Context: an optimization exercise on an open-source flow, tuned for small area, a short achievable clock period and few clock cycles per item. The choices shown serve that exercise and are no tape-out recipe.
Power is estimated from default activity; no workload was simulated.

==> flow/design.v <==
package sigmoid_pkg;
  function automatic integer sig_one(input integer f);
    sig_one = 1 << f;
  endfunction
  function automatic integer sig_sat_pos(input integer f);
    sig_sat_pos = 4 << f;
  endfunction
  function automatic integer sig_sat_neg(input integer f);
    sig_sat_neg = -(4 << f);
  endfunction
endpackage
module sigmoid_core (
  input  logic [7:0] t,
  output logic [6:0] q
);
  wire t0 = (t[0] & t[5]) ^ (t[1] & t[4]);
  wire t1 = (t[0] & t[5]) & (t[1] & t[4]);
  wire t2 = (t[0] & t[6]) ^ (t[1] & t[5]);
  wire t3 = (t[0] & t[6]) & (t[1] & t[5]);
  wire t4 = (t[0] & t[7]) ^ (t[1] & t[6]) ^ (t[2] & t[5]);
  wire t5 = ((t[0] & t[7]) & (t[1] & t[6])) | ((t[0] & t[7]) & (t[2] & t[5])) | ((t[1] & t[6]) & (t[2] & t[5]));
  wire t6 = (t[1] & t[7]) ^ (t[2] & t[6]) ^ (t[3] & t[5]);
  wire t7 = ((t[1] & t[7]) & (t[2] & t[6])) | ((t[1] & t[7]) & (t[3] & t[5])) | ((t[2] & t[6]) & (t[3] & t[5]));
  wire t8 = (t[2] & t[7]) ^ (t[3] & t[6]) ^ (t[4] & t[5]);
  wire t9 = ((t[2] & t[7]) & (t[3] & t[6])) | ((t[2] & t[7]) & (t[4] & t[5])) | ((t[3] & t[6]) & (t[4] & t[5]));
  wire t10 = (t[0] & t[3]) ^ (t[1] & t[2]);
  wire t11 = (t[0] & t[3]) & (t[1] & t[2]);
  wire t12 = (t[0] & t[4]) ^ (t[1] & t[3]);
  wire t13 = (t[0] & t[4]) & (t[1] & t[3]);
  wire t14 = t0 ^ (t[2] & t[3]) ^ t[3];
  wire t15 = (t0 & (t[2] & t[3])) | (t0 & t[3]) | ((t[2] & t[3]) & t[3]);
  wire t16 = t1 ^ t2 ^ (t[2] & t[4]);
  wire t17 = (t1 & t2) | (t1 & (t[2] & t[4])) | (t2 & (t[2] & t[4]));
  wire t18 = t3 ^ t4 ^ (t[4] & ~t[3]);
  wire t19 = (t3 & t4) | (t3 & (t[4] & ~t[3])) | (t4 & (t[4] & ~t[3]));
  wire t20 = t5 ^ t6 ^ (t[3] & t[4]);
  wire t21 = (t5 & t6) | (t5 & (t[3] & t[4])) | (t6 & (t[3] & t[4]));
  wire t22 = t7 ^ t8 ^ t[5];
  wire t23 = (t7 & t8) | (t7 & t[5]) | (t8 & t[5]);
  wire t24 = t9 ^ (t[3] & t[7]) ^ (t[4] & t[6]);
  wire t25 = (t9 & (t[3] & t[7])) | (t9 & (t[4] & t[6])) | ((t[3] & t[7]) & (t[4] & t[6]));
  wire t26 = (t[4] & t[7]) ^ (t[5] & t[6]) ^ t[6];
  wire t27 = ((t[4] & t[7]) & (t[5] & t[6])) | ((t[4] & t[7]) & t[6]) | ((t[5] & t[6]) & t[6]);
  wire t28 = (t[0] & t[1]) ^ t[1];
  wire t29 = (t[0] & t[1]) & t[1];
  wire t30 = t10 ^ t[2];
  wire t31 = t10 & t[2];
  wire t32 = t11 ^ t12;
  wire t33 = t11 & t12;
  wire t34 = t13 ^ t14;
  wire t35 = t13 & t14;
  wire t36 = t15 ^ t16;
  wire t37 = t15 & t16;
  wire t38 = t17 ^ t18;
  wire t39 = t17 & t18;
  wire t40 = t19 ^ t20;
  wire t41 = t19 & t20;
  wire t42 = t21 ^ t22;
  wire t43 = t21 & t22;
  wire t44 = t23 ^ t24;
  wire t45 = t23 & t24;
  wire t46 = t25 ^ t26;
  wire t47 = t25 & t26;
  wire t48 = t27 ^ (t[5] & t[7]);
  wire t49 = t27 & (t[5] & t[7]);
  wire t50 = (t[6] & t[7]) ^ t[7];
  wire t51 = (t[6] & t[7]) & t[7];
  wire t52 = (t[0] & t[2]) & t29;
  wire t53 = (t[0] & t[2]) & t28;
  wire t54 = t33 | (t32 & t31);
  wire t55 = t32 & t30;
  wire t56 = t37 | (t36 & t35);
  wire t57 = t36 & t34;
  wire t58 = t41 | (t40 & t39);
  wire t59 = t40 & t38;
  wire t60 = t45 | (t44 & t43);
  wire t61 = t44 & t42;
  wire t62 = t49 | (t48 & t47);
  wire t63 = t48 & t46;
  wire t64 = t35 | (t34 & t54);
  wire t65 = t34 & t55;
  wire t66 = t56 | (t57 & t54);
  wire t67 = t57 & t55;
  wire t68 = t43 | (t42 & t58);
  wire t69 = t42 & t59;
  wire t70 = t60 | (t61 & t58);
  wire t71 = t61 & t59;
  wire t72 = t51 | (t50 & t62);
  wire t73 = t50 & t63;
  wire t74 = t31 | (t30 & t52);
  wire t75 = t54 | (t55 & t52);
  wire t76 = t64 | (t65 & t52);
  wire t77 = t66 | (t67 & t52);
  wire t78 = t47 | (t46 & t70);
  wire t79 = t46 & t71;
  wire t80 = t62 | (t63 & t70);
  wire t81 = t63 & t71;
  wire t82 = t72 | (t73 & t70);
  wire t83 = t73 & t71;
  wire t84 = t39 | (t38 & t77);
  wire t85 = t58 | (t59 & t77);
  wire t86 = t68 | (t69 & t77);
  wire t87 = t70 | (t71 & t77);
  wire t88 = t78 | (t79 & t77);
  wire t89 = t80 | (t81 & t77);
  wire t90 = t82 | (t83 & t77);
  wire t91 = (t[0] & t[2]) ^ t29;
  wire t92 = t30 ^ t52;
  wire t93 = t32 ^ t74;
  wire t94 = t34 ^ t75;
  wire t95 = t36 ^ t76;
  wire t96 = t38 ^ t77;
  wire t97 = t40 ^ t84;
  wire t98 = t42 ^ t85;
  wire t99 = t44 ^ t86;
  wire t100 = t46 ^ t87;
  wire t101 = t48 ^ t88;
  wire t102 = t50 ^ t89;
  assign q = {t90, t102, t101, t100, t99, t98, t97};
endmodule
module sigmoid_lane (
  input  logic        clk,
  input  logic        i_en,
  input  logic        i_mode,    
  input  logic [15:0] i_x,
  input  logic        r1_mode,   
  input  logic        r_mode,    
  output logic [15:0] o_y,
  output logic        o_sat
);
  logic       w_neg;
  logic       w_sat;
  logic [7:0] w_xs;      
  logic       w_lo;      
  logic [7:0] w_po;      
  logic [7:0] w_pa;      
  logic [7:0] w_t;
  assign w_neg = i_x[15];
  always_comb begin
    if (i_mode) begin
      w_sat = w_neg ? (~&i_x[14:9]  | ~|i_x[8:0]) : |i_x[14:9];
      w_xs  = i_x[8:1];
      w_lo  = i_x[0];
    end else begin
      w_sat = w_neg ? (~&i_x[14:10] | ~|i_x[9:0]) : |i_x[14:10];
      w_xs  = i_x[9:2];
      w_lo  = |i_x[1:0];
    end
    w_po[0] = 1'b0;
    w_pa[0] = 1'b1;
    for (int i = 1; i < 8; i++) begin
      w_po[i] = w_po[i-1] | w_xs[i-1];
      w_pa[i] = w_pa[i-1] & w_xs[i-1];
    end
    for (int i = 0; i < 8; i++)
      w_t[i] = w_xs[i] ^ (w_neg ? (w_lo & w_pa[i]) : w_po[i]);
    if (w_sat) w_t = 8'd1;
  end
  logic [7:0] r1_t;
  logic       r1_neg;
  logic       r1_sat;
  always_ff @(posedge clk) begin
    if (i_en) begin
      r1_t   <= w_t;
      r1_neg <= w_neg;
      r1_sat <= w_sat;
    end
  end
  logic [6:0] w_q;
  sigmoid_core u_core (
    .t (r1_t),
    .q (w_q)
  );
  logic [6:0] r2_q;
  logic       r2_t8;
  logic       r2_neg;
  logic       r2_sat;
  logic       r2_ext;    
  always_ff @(posedge clk) begin
    if (i_en) begin
      r2_ext <= r1_mode & r1_neg & |r1_t;
      r2_q   <= w_q;
      r2_t8  <= ~|r1_t;
      r2_neg <= r1_neg;
      r2_sat <= r1_sat;
    end
  end
  logic [7:0] w_p;
  logic [8:0] w_sig;
  logic       w_pos;
  assign w_pos = ~r2_neg;
  always_comb begin
    w_p[0] = 1'b0;
    w_p[1] = r2_q[0];
    w_p[2] = |r2_q[1:0];
    w_p[3] = |r2_q[2:0];
    w_p[4] = |r2_q[3:0];
    w_p[5] = w_p[4] | r2_q[4];
    w_p[6] = w_p[4] | (|r2_q[5:4]);
    w_p[7] = w_p[4] | (|r2_q[6:4]);
    for (int i = 0; i < 7; i++) w_sig[i] = r2_q[i] ^ (w_pos & w_p[i]);
    w_sig[7] = r2_t8 | (w_pos & w_p[7]);
    w_sig[8] = w_pos & ~r2_t8 & ~w_p[7];
  end
  always_comb begin
    if (r_mode) o_y = {{7{r2_ext}}, ~w_sig[7], w_sig[6:0], 1'b0};   
    else        o_y = {{7{r2_ext}}, w_sig};
  end
  assign o_sat = r2_sat;
endmodule
module sigmoid_pipe #(
  parameter int W     = 16,
  parameter int F     = W / 2,
  parameter int LANES = 4
) (
  input  logic               clk,
  input  logic               rst,
  input  logic               in_valid,
  output logic               in_ready,
  input  logic [LANES*W-1:0] in_data,
  input  logic               in_mode,
  output logic               out_valid,
  input  logic               out_ready,
  output logic [LANES*W-1:0] out_data,
  output logic [LANES-1:0]   out_sat
);
  logic       w_en;
  logic [1:0] r_vld;
  logic [1:0] r_mode;
  logic       w_mode;
  assign w_mode = in_mode;
  assign w_en      = !r_vld[1] || out_ready;
  assign in_ready  = w_en;
  assign out_valid = r_vld[1];
  always_ff @(posedge clk) begin
    if (rst)       r_vld <= '0;
    else if (w_en) r_vld <= {r_vld[0], in_valid};
  end
  always_ff @(posedge clk) begin
    if (w_en) r_mode <= {r_mode[0], w_mode};
  end
  for (genvar g = 0; g < LANES; g++) begin : g_lane
    sigmoid_lane u_lane (
      .clk    (clk),
      .i_en   (w_en),
      .i_mode (w_mode),
      .i_x    (in_data[g*W +: W]),
      .r1_mode(r_mode[0]),
      .r_mode (r_mode[1]),
      .o_y    (out_data[g*W +: W]),
      .o_sat  (out_sat[g])
    );
  end
endmodule
clock: 7.0 ns
lec_check: 0
abc_area: 1
cap_margin: 20
core_margin: 2
core_utilization: 40
setup_slack_margin: 3.2
slew_margin: 20
standard.sh (not shown) runs the stock make flow with config.mk's settings and CLKGATE_MAP_FILE= SYNTH_SCRIPT=/design/flow/synth_recipe.tcl, a recipe that flattens the netlist after the stock synthesis.
==> flow/flow/run.sh <==
#!/bin/bash
# Layout flow: the standard ORFS flow (standard.sh) with three changes:
#  - synthesis leaves the adders to ABC (no ADDER_MAP_FILE, so no fa/ha cells) and maps the
#    logic with flow/abc_map.script (a 60 s &deepsyn restructuring, then ABC's area mapper)
#    in place of ORFS's ABC script;
#    everything else in the synthesis, registers included, is the standard flow's own synth_recipe.tcl;
#  - port buffers use the platform's plain buf_1 cell instead of the one buffer_ports picks;
#  - clock tree: small clock buffers and no dummy loads.
# Each step's full output goes to a log file of its own here; ORFS keeps its per-step logs
# under orfs/logs/.
set -euo pipefail
W=$PWD
export BUFFER_PORTS_ARGS="-buffer_cell sky130_fd_sc_hd__buf_1"
export CTS_ARGS="-sink_clustering_enable -repair_clock_nets -dont_use_dummy_load -buf_list {sky130_fd_sc_hd__clkbuf_4 sky130_fd_sc_hd__clkbuf_8} -root_buf sky130_fd_sc_hd__clkbuf_8"

# synth_recipe.tcl with every "abc -script X ..." call given flow/abc_map.script as X
cat > "$W/synth_abc.tcl" <<TCL
proc abc {args} {
  set i [lsearch -exact \$args -script]
  if {\$i >= 0} { set args [lreplace \$args [expr {\$i + 1}] [expr {\$i + 1}] {$W/flow/abc_map.script}] }
  yosys abc {*}\$args
}
source {$W/synth_recipe.tcl}
TCL
sed "s#SYNTH_SCRIPT=[^ ]*#SYNTH_SCRIPT=$W/synth_abc.tcl ADDER_MAP_FILE=#" standard.sh > my_standard.sh
grep -q "SYNTH_SCRIPT=$W/synth_abc.tcl ADDER_MAP_FILE=" my_standard.sh

bash my_standard.sh synth > synth.log 2>&1
bash my_standard.sh > layout.log 2>&1
==> flow/flow/abc_map.script <==
strash
&get -n
&deepsyn -T 60
&put
dch -f
amap
topo
stime -c
buffer -c
upsize -c
dnsize -c
Rerun with:
--- a/flow/design.v
+++ b/flow/design.v
@@ -121,20 +121,20 @@
 module sigmoid_lane (
   input  logic        clk,
   input  logic        i_en,
   input  logic        i_mode,    
   input  logic [15:0] i_x,
-  input  logic        r1_mode,   
   input  logic        r_mode,    
   output logic [15:0] o_y,
   output logic        o_sat
 );
   logic       w_neg;
   logic       w_sat;
   logic [7:0] w_xs;      
   logic       w_lo;      
-  logic [7:0] w_po;      
+  logic [7:0] w_y;
+  logic       w_cin;
   logic [7:0] w_pa;      
   logic [7:0] w_t;
   assign w_neg = i_x[15];
   always_comb begin
     if (i_mode) begin
@@ -144,19 +144,22 @@
     end else begin
       w_sat = w_neg ? (~&i_x[14:10] | ~|i_x[9:0]) : |i_x[14:10];
       w_xs  = i_x[9:2];
       w_lo  = |i_x[1:0];
     end
-    w_po[0] = 1'b0;
+    w_y     = w_xs ^ {8{~w_neg}};
+    w_cin   = ~w_neg | w_lo;
     w_pa[0] = 1'b1;
-    for (int i = 1; i < 8; i++) begin
-      w_po[i] = w_po[i-1] | w_xs[i-1];
-      w_pa[i] = w_pa[i-1] & w_xs[i-1];
-    end
-    for (int i = 0; i < 8; i++)
-      w_t[i] = w_xs[i] ^ (w_neg ? (w_lo & w_pa[i]) : w_po[i]);
-    if (w_sat) w_t = 8'd1;
+    w_pa[1] = w_y[0];
+    w_pa[2] = &w_y[1:0];
+    w_pa[3] = w_pa[2] & w_y[2];
+    w_pa[4] = w_pa[2] & (&w_y[3:2]);
+    w_pa[5] = w_pa[4] & w_y[4];
+    w_pa[6] = w_pa[4] & (&w_y[5:4]);
+    w_pa[7] = w_pa[4] & (&w_y[6:4]);
+    w_t = w_y ^ (w_pa & {8{w_cin}});
+    if (w_sat) w_t = {4'd0, w_t[3:1], 1'b1};
   end
   logic [7:0] r1_t;
   logic       r1_neg;
   logic       r1_sat;
   always_ff @(posedge clk) begin
@@ -173,14 +176,12 @@
   );
   logic [6:0] r2_q;
   logic       r2_t8;
   logic       r2_neg;
   logic       r2_sat;
-  logic       r2_ext;    
   always_ff @(posedge clk) begin
     if (i_en) begin
-      r2_ext <= r1_mode & r1_neg & |r1_t;
       r2_q   <= w_q;
       r2_t8  <= ~|r1_t;
       r2_neg <= r1_neg;
       r2_sat <= r1_sat;
     end
@@ -201,12 +202,12 @@
     for (int i = 0; i < 7; i++) w_sig[i] = r2_q[i] ^ (w_pos & w_p[i]);
     w_sig[7] = r2_t8 | (w_pos & w_p[7]);
     w_sig[8] = w_pos & ~r2_t8 & ~w_p[7];
   end
   always_comb begin
-    if (r_mode) o_y = {{7{r2_ext}}, ~w_sig[7], w_sig[6:0], 1'b0};   
-    else        o_y = {{7{r2_ext}}, w_sig};
+    if (r_mode) o_y = {{7{~w_sig[8] & ~w_sig[7]}}, ~w_sig[7], w_sig[6:0], 1'b0};   
+    else        o_y = {7'd0, w_sig};
   end
   assign o_sat = r2_sat;
 endmodule
 module sigmoid_pipe #(
   parameter int W     = 16,
@@ -243,11 +244,10 @@
     sigmoid_lane u_lane (
       .clk    (clk),
       .i_en   (w_en),
       .i_mode (w_mode),
       .i_x    (in_data[g*W +: W]),
-      .r1_mode(r_mode[0]),
       .r_mode (r_mode[1]),
       .o_y    (out_data[g*W +: W]),
       .o_sat  (out_sat[g])
     );
   end
Outcome:
- setup slack degrades by 0.0033 ns
- total power came out lower by 3.8%
- combinational power shrinks by 5.1%
- global-route usage goes up by 0.33 points
- final area goes down by 2.8%
- routed wire length went down by 5.9%
- via count drops by 1.4%
- utilization came out higher by 0.29 points
- clock skew barely changes
- clock power drops by about 2%
- non-clock buffer count drops by 5
- clock-buffer cell count does not change
No run of this note included a check of the RTL's function; only the layout flow was run.

==> static timing again, ports no longer ideal <==
How much do the figures lean on ideal ports? The routed layouts below were timed once more, with nothing changed but the port constraints.
Step 1, drivers: a clkbuf_16 drives clk and a buf_2 each remaining input, both assumed.
Step 2 also shifts input and output timing later by t, the mid clock arrival at the registers, as if the neighbouring blocks saw the same clock.
Slacks: ideal / step 1 / step 2; pairs: ideal / step 1.
run	t (ns)	slack for setup (ns)	worst hold slack (ns)	worst setup path after step 2	worst slew at a driven data input, ns
the first run	0.381	3.392 / 3.330 / 2.950	0.422 / 0.422 / 0.422	input to register	0.13
the second run	0.369	3.389 / 3.354 / 3.139	0.424 / 0.424 / 0.424	input to register	0.04
After both steps every run listed still meets setup and hold. The setup slack of the first run, which loses most, moves by -0.062 ns with the drivers and by -0.442 ns with both steps.
